From an optimization exercise on the open Yosys and OpenROAD flow, aimed at small area, a short achievable clock period and few clock cycles per item; shortcuts taken in it are not production practice.
Only simulation tests tie the RTL to the original design; equivalence was not proved.
Power is estimated from default activity; no workload was simulated.

### design/flow/config.mk
export PLATFORM = sky130hd
export DESIGN_NAME = bounded_deque_with_indexed_delete_core
export DESIGN_NICKNAME = bounded_deque_with_indexed_delete_core
export VERILOG_FILES = /design/flow/design.v
export SDC_FILE = /design/flow/constraint.sdc
export NUM_CORES = 4
export LEC_CHECK = 0
export CAP_MARGIN = 20
export CORE_MARGIN = 2
export CORE_UTILIZATION = 40
export PLACE_DENSITY = 0.6
export SLEW_MARGIN = 20
### design/flow/constraint.sdc
create_clock -name core_clock -period 5.5 [get_ports {clk}]
set_input_delay 1.1000 -clock core_clock [delete_from_list [all_inputs] [get_ports {clk}]]
set_output_delay 1.1000 -clock core_clock [all_outputs]
set_load 0.01 [all_outputs]
### design/flow/design.v
package bdq_pkg;
  localparam int CAPACITY = 16;
  localparam int AW       = $clog2(CAPACITY);
  localparam int CNT_W    = $clog2(CAPACITY + 1);
  localparam int DATA_W   = 32;
  localparam int POS_W    = 8;
  localparam int LEN_W    = 5;
  localparam int CMD_W    = 2;
  localparam int STAT_W   = 2;
  localparam int IN_TDATA_W  = ((DATA_W + POS_W + 7) / 8) * 8;
  localparam int IN_PAD_W    = IN_TDATA_W - DATA_W - POS_W;
  localparam int OUT_TDATA_W = ((DATA_W + LEN_W + 7) / 8) * 8;
  localparam int OUT_PAD_W   = OUT_TDATA_W - DATA_W - LEN_W;
  typedef enum logic [CMD_W-1:0] {
    CMD_INS_FRONT = 2'd0,
    CMD_INS_BACK  = 2'd1,
    CMD_DELETE    = 2'd2,
    CMD_DUMP      = 2'd3
  } cmd_t;
  typedef enum logic [STAT_W-1:0] {
    STAT_OK    = 2'd0,
    STAT_EMPTY = 2'd1,
    STAT_RANGE = 2'd2,
    STAT_FULL  = 2'd3
  } status_t;
  typedef enum logic [1:0] {
    ST_IDLE,
    ST_SHIFT,
    ST_DUMP,
    ST_RESP
  } state_t;
  typedef struct packed {
    logic              we;
    logic [AW-1:0]     waddr;
    logic [DATA_W-1:0] wdata;
    logic              re;
    logic [AW-1:0]     raddr;
  } mem_req_t;
  typedef struct packed {
    logic                     load;
    logic signed [DATA_W-1:0] item;
    status_t                  status;
    logic [LEN_W-1:0]         length;
    logic                     last;
  } result_t;
  function automatic logic [AW-1:0] ring_idx(input logic [AW-1:0] front,
                                             input logic [CNT_W-1:0] k);
    logic [CNT_W:0] sum;
    sum = (CNT_W + 1)'(front) + (CNT_W + 1)'(k);
    if (sum >= (CNT_W + 1)'(CAPACITY)) begin
      sum = sum - (CNT_W + 1)'(CAPACITY);
    end
    ring_idx = AW'(sum);
  endfunction
endpackage
module bdq_ram #(
  parameter int WIDTH = 32,
  parameter int DEPTH = 16
) (
  input  logic                     clk,
  input  logic                     we,
  input  logic [$clog2(DEPTH)-1:0] waddr,
  input  logic [WIDTH-1:0]         wdata,
  input  logic                     re,
  input  logic [$clog2(DEPTH)-1:0] raddr,
  output logic [WIDTH-1:0]         rdata
);
  logic [WIDTH-1:0] mem [DEPTH];
  logic [WIDTH-1:0] rdata_r;
  always_ff @(posedge clk) begin
    if (we) begin
      mem[waddr] <= wdata;
    end
  end
  always_ff @(posedge clk) begin
    if (re) begin
      rdata_r <= mem[raddr];
    end
  end
  assign rdata = rdata_r;
endmodule
module bdq_out (
  input  logic                     clk,
  input  logic                     rst_n,
  input  bdq_pkg::result_t                  res,
  output logic                     out_free,
  output logic                     out_valid,
  input  logic                     out_ready,
  output logic signed [bdq_pkg::DATA_W-1:0] out_item,
  output bdq_pkg::status_t                  out_status,
  output logic [bdq_pkg::LEN_W-1:0]         out_length,
  output logic                     out_last
);
  logic                     valid_r;
  logic signed [bdq_pkg::DATA_W-1:0] item_r;
  bdq_pkg::status_t                  status_r;
  logic [bdq_pkg::LEN_W-1:0]         length_r;
  logic                     last_r;
  assign out_free = !valid_r || out_ready;
  always_ff @(posedge clk) begin
    if (!rst_n) begin
      valid_r <= 1'b0;
    end else if (res.load) begin
      valid_r <= 1'b1;
    end else if (out_ready) begin
      valid_r <= 1'b0;
    end
  end
  always_ff @(posedge clk) begin
    if (res.load) begin
      item_r   <= res.item;
      status_r <= res.status;
      length_r <= res.length;
      last_r   <= res.last;
    end
  end
  assign out_valid  = valid_r;
  assign out_item   = item_r;
  assign out_status = status_r;
  assign out_length = length_r;
  assign out_last   = last_r;
endmodule
module bdq_ctrl (
  input  logic                     clk,
  input  logic                     rst_n,
  input  logic                     in_valid,
  output logic                     in_ready,
  input  bdq_pkg::cmd_t                     in_cmd,
  input  logic signed [bdq_pkg::DATA_W-1:0] in_value,
  input  logic [bdq_pkg::POS_W-1:0]         in_pos,
  input  logic                     out_free,
  output bdq_pkg::result_t                  res,
  output bdq_pkg::mem_req_t                 mem,
  input  logic [bdq_pkg::DATA_W-1:0]        rd_data
);
  bdq_pkg::state_t           state_r, state_nxt;
  logic [bdq_pkg::AW-1:0]    front_r, front_nxt;
  logic [bdq_pkg::CNT_W-1:0] occ_r, occ_nxt;
  logic [bdq_pkg::CNT_W-1:0] k_r, k_nxt;
  logic             pend_r, pend_nxt;
  bdq_pkg::status_t          status_r, status_nxt;
  logic             empty, full, range_bad, del_shift, shift_more;
  logic             dump_load, dump_last, dump_issue;
  logic [bdq_pkg::CNT_W-1:0] pos_k;
  logic [bdq_pkg::AW-1:0]    front_dec;
  assign in_ready   = (state_r == bdq_pkg::ST_IDLE);
  assign empty      = (occ_r == '0);
  assign full       = (occ_r == bdq_pkg::CNT_W'(bdq_pkg::CAPACITY));
  assign range_bad  = (in_pos >= bdq_pkg::POS_W'(occ_r));
  assign pos_k      = bdq_pkg::CNT_W'(in_pos);
  assign del_shift  = !empty && !range_bad && ((pos_k + bdq_pkg::CNT_W'(1)) != occ_r);
  assign shift_more = ((k_r + bdq_pkg::CNT_W'(2)) < occ_r);
  assign dump_load  = pend_r && out_free;
  assign dump_last  = (k_r == occ_r);
  assign dump_issue = (k_r < occ_r) && (!pend_r || dump_load);
  assign front_dec  = (front_r == '0) ? bdq_pkg::AW'(bdq_pkg::CAPACITY - 1) : front_r - bdq_pkg::AW'(1);
  always_comb begin
    state_nxt = state_r;
    unique case (state_r)
      bdq_pkg::ST_IDLE: begin
        if (in_valid) begin
          if (in_cmd == bdq_pkg::CMD_DELETE && del_shift) begin
            state_nxt = bdq_pkg::ST_SHIFT;
          end else if (in_cmd == bdq_pkg::CMD_DUMP && !empty) begin
            state_nxt = bdq_pkg::ST_DUMP;
          end else begin
            state_nxt = bdq_pkg::ST_RESP;
          end
        end
      end
      bdq_pkg::ST_SHIFT: begin
        if (!shift_more) begin
          state_nxt = bdq_pkg::ST_RESP;
        end
      end
      bdq_pkg::ST_DUMP: begin
        if (dump_load && dump_last) begin
          state_nxt = bdq_pkg::ST_IDLE;
        end
      end
      bdq_pkg::ST_RESP: begin
        if (out_free) begin
          state_nxt = bdq_pkg::ST_IDLE;
        end
      end
      default: state_nxt = bdq_pkg::ST_IDLE;
    endcase
  end
  always_comb begin
    front_nxt  = front_r;
    occ_nxt    = occ_r;
    k_nxt      = k_r;
    pend_nxt   = pend_r;
    status_nxt = status_r;
    mem        = '0;
    res        = '0;
    res.length = bdq_pkg::LEN_W'(occ_r);
    unique case (state_r)
      bdq_pkg::ST_IDLE: begin
        if (in_valid) begin
          case (in_cmd)
            bdq_pkg::CMD_INS_FRONT, bdq_pkg::CMD_INS_BACK: begin
              if (full) begin
                status_nxt = bdq_pkg::STAT_FULL;
              end else begin
                status_nxt = bdq_pkg::STAT_OK;
                mem.we     = 1'b1;
                mem.wdata  = in_value;
                occ_nxt    = occ_r + bdq_pkg::CNT_W'(1);
                if (in_cmd == bdq_pkg::CMD_INS_FRONT) begin
                  front_nxt = front_dec;
                  mem.waddr = front_dec;
                end else begin
                  mem.waddr = bdq_pkg::ring_idx(front_r, occ_r);
                end
              end
            end
            bdq_pkg::CMD_DELETE: begin
              if (empty) begin
                status_nxt = bdq_pkg::STAT_EMPTY;
              end else if (range_bad) begin
                status_nxt = bdq_pkg::STAT_RANGE;
              end else begin
                status_nxt = bdq_pkg::STAT_OK;
                if (del_shift) begin
                  mem.re    = 1'b1;
                  mem.raddr = bdq_pkg::ring_idx(front_r, pos_k + bdq_pkg::CNT_W'(1));
                  k_nxt     = pos_k;
                end else begin
                  occ_nxt = occ_r - bdq_pkg::CNT_W'(1);
                end
              end
            end
            default: begin
              status_nxt = empty ? bdq_pkg::STAT_EMPTY : bdq_pkg::STAT_OK;
              k_nxt      = '0;
              pend_nxt   = 1'b0;
            end
          endcase
        end
      end
      bdq_pkg::ST_SHIFT: begin
        mem.we    = 1'b1;
        mem.waddr = bdq_pkg::ring_idx(front_r, k_r);
        mem.wdata = rd_data;
        if (shift_more) begin
          mem.re    = 1'b1;
          mem.raddr = bdq_pkg::ring_idx(front_r, k_r + bdq_pkg::CNT_W'(2));
          k_nxt     = k_r + bdq_pkg::CNT_W'(1);
        end else begin
          occ_nxt = occ_r - bdq_pkg::CNT_W'(1);
        end
      end
      bdq_pkg::ST_DUMP: begin
        mem.re    = dump_issue;
        mem.raddr = bdq_pkg::ring_idx(front_r, k_r);
        if (dump_issue) begin
          k_nxt    = k_r + bdq_pkg::CNT_W'(1);
          pend_nxt = 1'b1;
        end else if (dump_load) begin
          pend_nxt = 1'b0;
        end
        res.load   = dump_load;
        res.item   = rd_data;
        res.status = bdq_pkg::STAT_OK;
        res.last   = dump_last;
      end
      bdq_pkg::ST_RESP: begin
        res.load   = out_free;
        res.status = status_r;
        res.last   = 1'b1;
      end
      default: begin
      end
    endcase
  end
  always_ff @(posedge clk) begin
    if (!rst_n) begin
      state_r  <= bdq_pkg::ST_IDLE;
      front_r  <= '0;
      occ_r    <= '0;
      k_r      <= '0;
      pend_r   <= 1'b0;
      status_r <= bdq_pkg::STAT_OK;
    end else begin
      state_r  <= state_nxt;
      front_r  <= front_nxt;
      occ_r    <= occ_nxt;
      k_r      <= k_nxt;
      pend_r   <= pend_nxt;
      status_r <= status_nxt;
    end
  end
endmodule
module bounded_deque_with_indexed_delete_core (
  input  logic                   clk,
  input  logic                   rst_n,
  input  logic                   in_tvalid,
  output logic                   in_tready,
  input  logic [bdq_pkg::IN_TDATA_W-1:0]  in_tdata,    
  input  logic [bdq_pkg::CMD_W-1:0]       in_tuser,    
  output logic                   out_tvalid,
  input  logic                   out_tready,
  output logic [bdq_pkg::OUT_TDATA_W-1:0] out_tdata,   
  output logic [bdq_pkg::STAT_W-1:0]      out_tuser,   
  output logic                   out_tlast
);
  bdq_pkg::result_t                  res;
  bdq_pkg::mem_req_t                 mem;
  logic [bdq_pkg::DATA_W-1:0]        rd_data;
  logic                     out_free;
  logic signed [bdq_pkg::DATA_W-1:0] out_item;
  bdq_pkg::status_t                  out_status;
  logic [bdq_pkg::LEN_W-1:0]         out_length;
  bdq_ctrl u_ctrl (
    .clk      (clk),
    .rst_n    (rst_n),
    .in_valid (in_tvalid),
    .in_ready (in_tready),
    .in_cmd   (bdq_pkg::cmd_t'(in_tuser)),
    .in_value (in_tdata[bdq_pkg::DATA_W-1:0]),
    .in_pos   (in_tdata[bdq_pkg::DATA_W+bdq_pkg::POS_W-1:bdq_pkg::DATA_W]),
    .out_free (out_free),
    .res      (res),
    .mem      (mem),
    .rd_data  (rd_data)
  );
  bdq_ram #(
    .WIDTH (bdq_pkg::DATA_W),
    .DEPTH (bdq_pkg::CAPACITY)
  ) u_ram (
    .clk   (clk),
    .we    (mem.we),
    .waddr (mem.waddr),
    .wdata (mem.wdata),
    .re    (mem.re),
    .raddr (mem.raddr),
    .rdata (rd_data)
  );
  bdq_out u_out (
    .clk        (clk),
    .rst_n      (rst_n),
    .res        (res),
    .out_free   (out_free),
    .out_valid  (out_tvalid),
    .out_ready  (out_tready),
    .out_item   (out_item),
    .out_status (out_status),
    .out_length (out_length),
    .out_last   (out_tlast)
  );
  assign out_tdata = {{bdq_pkg::OUT_PAD_W{1'b0}}, out_length, out_item};
  assign out_tuser = out_status;
endmodule
### design/flow/run.sh
#!/bin/bash
# synth_recipe.tcl (not shown) runs the flow's synth.tcl, then flattens the netlist and writes it again
# the make line also repeats each setting of config.mk as NAME=value (left out here)
make -C /OpenROAD-flow-scripts/flow DESIGN_CONFIG=/design/flow/config.mk WORK_HOME=/design/flow/orfs CLKGATE_MAP_FILE= SYNTH_SCRIPT=/design/flow/synth_recipe.tcl finish
==> notes.md <==
## synth_stat cells (3+ instances only)
master      n  area, sq um
fa_1        4         80.1
nor2_1     28          105
a22o_1     33          289
dfxtp_1    20          400
nor2b_1    11         68.8
or4_1      32          240
buf_2      21          105
nand3_1    15         75.1
or3_1       9         56.3
o21ai_0    13         65.1
edfxtp_1  584        17500
o22a_1      3         26.3
inv_1      22         82.6
o211ai_1    4         30.0
a21boi_0    4         30.0
xor2_1      7         61.3
xnor2_1    18          158
a31oi_1     4         25.0
and2_1     37          231
nand2b_1    5         31.3
mux2i_1   261         2610
buf_6      13          146
a21oi_1    22          110
nand2_1    35          131
a21o_1      6         45.0
buf_4      10         75.1
nor3_1      5         25.0
ha_1       37          463
o22ai_1   132          826
clkbuf_1   34          128
o31ai_1     3         22.5
## metrics by stage
| step | power [W] | cells |
|---|---|---|
| after floorplan | 0.00847 | 1472 |
| after global placement | 0.00974 | 2311 |
| after detailed placement | 0.00983 | 2311 |
| after CTS | 0.0139 | 2426 |
| after global routing | 0.0145 | 2426 |
| final | 0.0139 | 2426 |
## worst max path at each step
stage / endpoint / slack (ns)
detailed placement: u_ram.rdata_r[14] / 0.55
global route: u_ram.rdata_r[13] / 0.95
global placement: u_ram.rdata_r[10] / 0.63
finish: u_ram.rdata_r[7] / 1.18
floorplan: u_ram.rdata_r[0] / 0.97
CTS: u_ram.rdata_r[14] / 1.22
## power by group through the flow
stage	clock network, W	logic, W	registers (W)
final	0.00413	0.00360	0.00612
after global placement	0	0.00354	0.00620
after global routing	0.00438	0.00393	0.00615
after detailed placement	0	0.00362	0.00621
after CTS	0.00420	0.00363	0.00612
after floorplan	0	0.00233	0.00615
## worst max-delay path: stages
cell and delay (ns):
clkdlybuf4s50_1 0.53, inv_1 0.10, ha_1 0.30, nand2b_1 0.10
a21o_1 0.14, a41oi_2 0.20, nand4_4 0.21, o32a_2 0.67
buf_12 0.38, mux2i_1 0.26, o22ai_1 0.10, or4_1 0.52
## placed cells by master, fill, tap and decap left out, drive strengths merged, types with 30 or more instances in the layout
master and instances:
edfxtp 584, mux2i 261, o22ai 132, clkdlybuf4s50 87, clkbuf 73, buf 49, and2 37, ha 37
nand2 35, a22o 33, or4 32, clkinv 30
## kinds of logic (layout without fill, tap and decap cells)
group	count (synthesis)	in the layout
other	1	3
adder cells (fa/ha/maj)	41	41
multiplexers	262	262
buffers and inverters	101	273
flip-flops	604	604
AO/OA/AOI/OAI	248	248
AND/OR/NAND/NOR	187	187
XOR/XNOR	26	26
## final cells by class
class / count / area [sq um]
clock inverters: 42 / 385
repair buffers: 136 / 1490
fillers: 5068 / 31800
inverters: 22 / 82.6
flip-flops and latches: 604 / 17900
multi-input cells: 767 / 6330
well taps: 782 / 978
clock buffers: 73 / 1610
## per-layer routing
metal	GRT usage [%]	part of all wire [%]	vias up
li1	-	-	6104
met1	26.8	45	7013
met2	31.0	47	392
met3	2.97	5.1	100
met4	5.07	2.3	0
met5	0	0	-
## state kept, by name, indices dropped and copies added (netlist names)
signal,cells
u_out.status_r,2
u_ram.mem,512
u_out.item_r,32
u_ctrl.pend_r,1
u_out.length_r,5
u_out.last_r,1
u_ctrl.state_r,2
u_ctrl.k_r,5
u_ctrl.front_r,4
u_ram.rdata_r,32
u_ctrl.status_r,2
u_ctrl.occ_r,5
u_out.valid_r,1
==> reports/results.tsv <==
stage	metric	value	unit
outcome	outcome	finished clean	
final_layout	area growth from synthesis to final layout	17.0	%
min_path	Hold Crit Depth	2	
synthesis	Async SR Flop Fraction	0	%
synthesis	Synth Area in Compound Gates	6.84	%
timing	Fin Hold WS	0.517	ns
drt	DRC errors left	0	
cts	Hold Buf Count CTS	0	
final_layout	nets	1679	
final_layout	Design Area, Final	28800	sq um
drt	via/cell ratio	5.61	
floorplan	Die Wd	252	um
setup_path	Critical path origin	in_tdata[32]	
timing	final setup vio count	0	
drt	1st-pass router iterations	5	
power_and_ir_drop	Comb pwr share	26.0	%
synthesis	register area share after synthesis	72.8	%
final_layout	final core utilization	47.6	%
cts	Clk Latency, worst-skew pair	0.62	ns
synthesis	simple-gate portion of the synthesized area	4.29	%
power_and_ir_drop	switching pwr	0.00425	W
synthesis	Post-Syn Area	24600	sq um
synthesis	most common flop cell mapped by yosys	edfxtp_1	
timing	Rel. slew slack	38.8	%
setup_path	critical path class	in2reg	
cts	post-CTS setup buffers	0	
floorplan	Core Box Area	60600	sq um
timing	Fin Clk Skew	0.0154	ns
floorplan	Ports	91	
global_routing	GRT Total Usage	19.1	%
timing	Worst-Margin Slew	0.915	ns
cts	Clock Path Buffers	3	
min_path	Hold Crit Start	u_ctrl.status_r[0]	
global_routing	vias in the first global route	13300	
synthesis	adder-cell share of the synthesized area	2.21	%
cts	CTS buffer count	61	
placed_design	Post-DP Area	26800	sq um
synthesis	post-synthesis mux area share	10.7	%
setup_path	Reg2Reg Depth	12	
setup_path	worst reg2reg path endpoint	u_ram.rdata_r[7]	
synthesis	syn avg cell area	16.8	sq um
timing	RSZ-0062 raised after global routing	no	
power_and_ir_drop	switching part of the total power	30.6	%
drt	vias	13600	
timing	minimum clock period	4.32	ns
cts	htree depth	2	
synthesis	Post-synth EDFFs	584	
placed_design	port bufs	87	
timing	post-route setup slack	1.18	ns
cts	PostCTS Resize Cnt	0	
power_and_ir_drop	Seq pwr share	44.1	%
cts	TritonCTS clock tree	done	
power_and_ir_drop	Leak	11.2	nW
synthesis	#FFs+latches synth	604	
final_layout	layout cells sized above 1	10.3	%
cts	Sink Count	604	
setup_path	Worst R2R Setup Slack	1.28	ns
min_path	Worst Hold Class	reg2reg	
setup_path	Worst Path Required	5.85	ns
synthesis	XOR/XNOR Fraction of Synth Area	0.955	%
timing	Final Hold Viols	0	
cts	Worst-path clk slew	0.06	ns
timing	Tcrit/Tclk final	78.6	%
timing	Peak Freq	231	MHz
timing	Post-Route Setup TNS	0	ns
setup_path	critical path endpoint category	flip-flop	
synthesis	main combinational cell family by area after synthesis	multiplexers	
global_routing	initial antenna violation count	1	
synthesis	Synth Warn #	3	
setup_path	RR Startpoint	u_ctrl.k_r[1]	
timing	Final Slew Violations	0	
placed_design	RePlAce Congestion	0.861	
drt	drt total wl	60900	um
synthesis	Synth Instances	1470	
floorplan	row count	90	
floorplan	chip height	252	um
setup_path	startpoint types	input port	
drt	Post-DRT Antenna Nets	0	
final_layout	ANT cells	0	
cts	clock root buffer	clkbuf_16	
setup_path	crit path DAT	4.67	ns
floorplan	Die Area	63600	sq um
floorplan	initial core utilization	40.6	%
drt	DRT iter0 DRCs	1175	
power_and_ir_drop	Internal	0.00961	W
power_and_ir_drop	Power Density	481	nW/um^2
global_routing	global route total overflow	0	
setup_path	CP Max Fanout	44	
drt	DR WL/cell	25.1	um
power_and_ir_drop	clock network power share	29.8	%
placed_design	setup slack at placement	0.549	ns
min_path	Worst Hold End	u_ctrl.status_r[0]	
placed_design	Detailed Place HPWL	32800	um
global_routing	largest net degree at the start of global routing	49	
global_routing	first-pass GRT wire length	89000	um
run	max cap viols	0	
synthesis	synth unique cells	58	
power_and_ir_drop	Max VDD drop	0.259	mV
Testbench counts, summed over its fixed seeds: cycles 53,211, commands 12,000.

## afterwards: timing with drivers on the ports
In the flow no input, the clock included, has a driving cell. The finished layout below was timed again as built, in two steps.
Step 1, drivers: a clkbuf_16 drives clk and a buf_2 each remaining input, both assumed.
Step 2, shift: input delay + t, output delay - t, t = (earliest + latest rising clock arrival at the registers) / 2. This alone moves slack from input paths to output paths.
a / b / c = no drivers / after step 1 / after step 2; a / b = the first two.
t, ns: 0.672
setup WS [ns]: 1.177 / 1.209 / 0.537
latest minus earliest clock arrival (ns): 0.017 / 0.018
After both steps setup and hold are still met in this run. For this run, drivers alone change the setup slack by +0.032 ns; drivers and shift together by -0.640 ns.
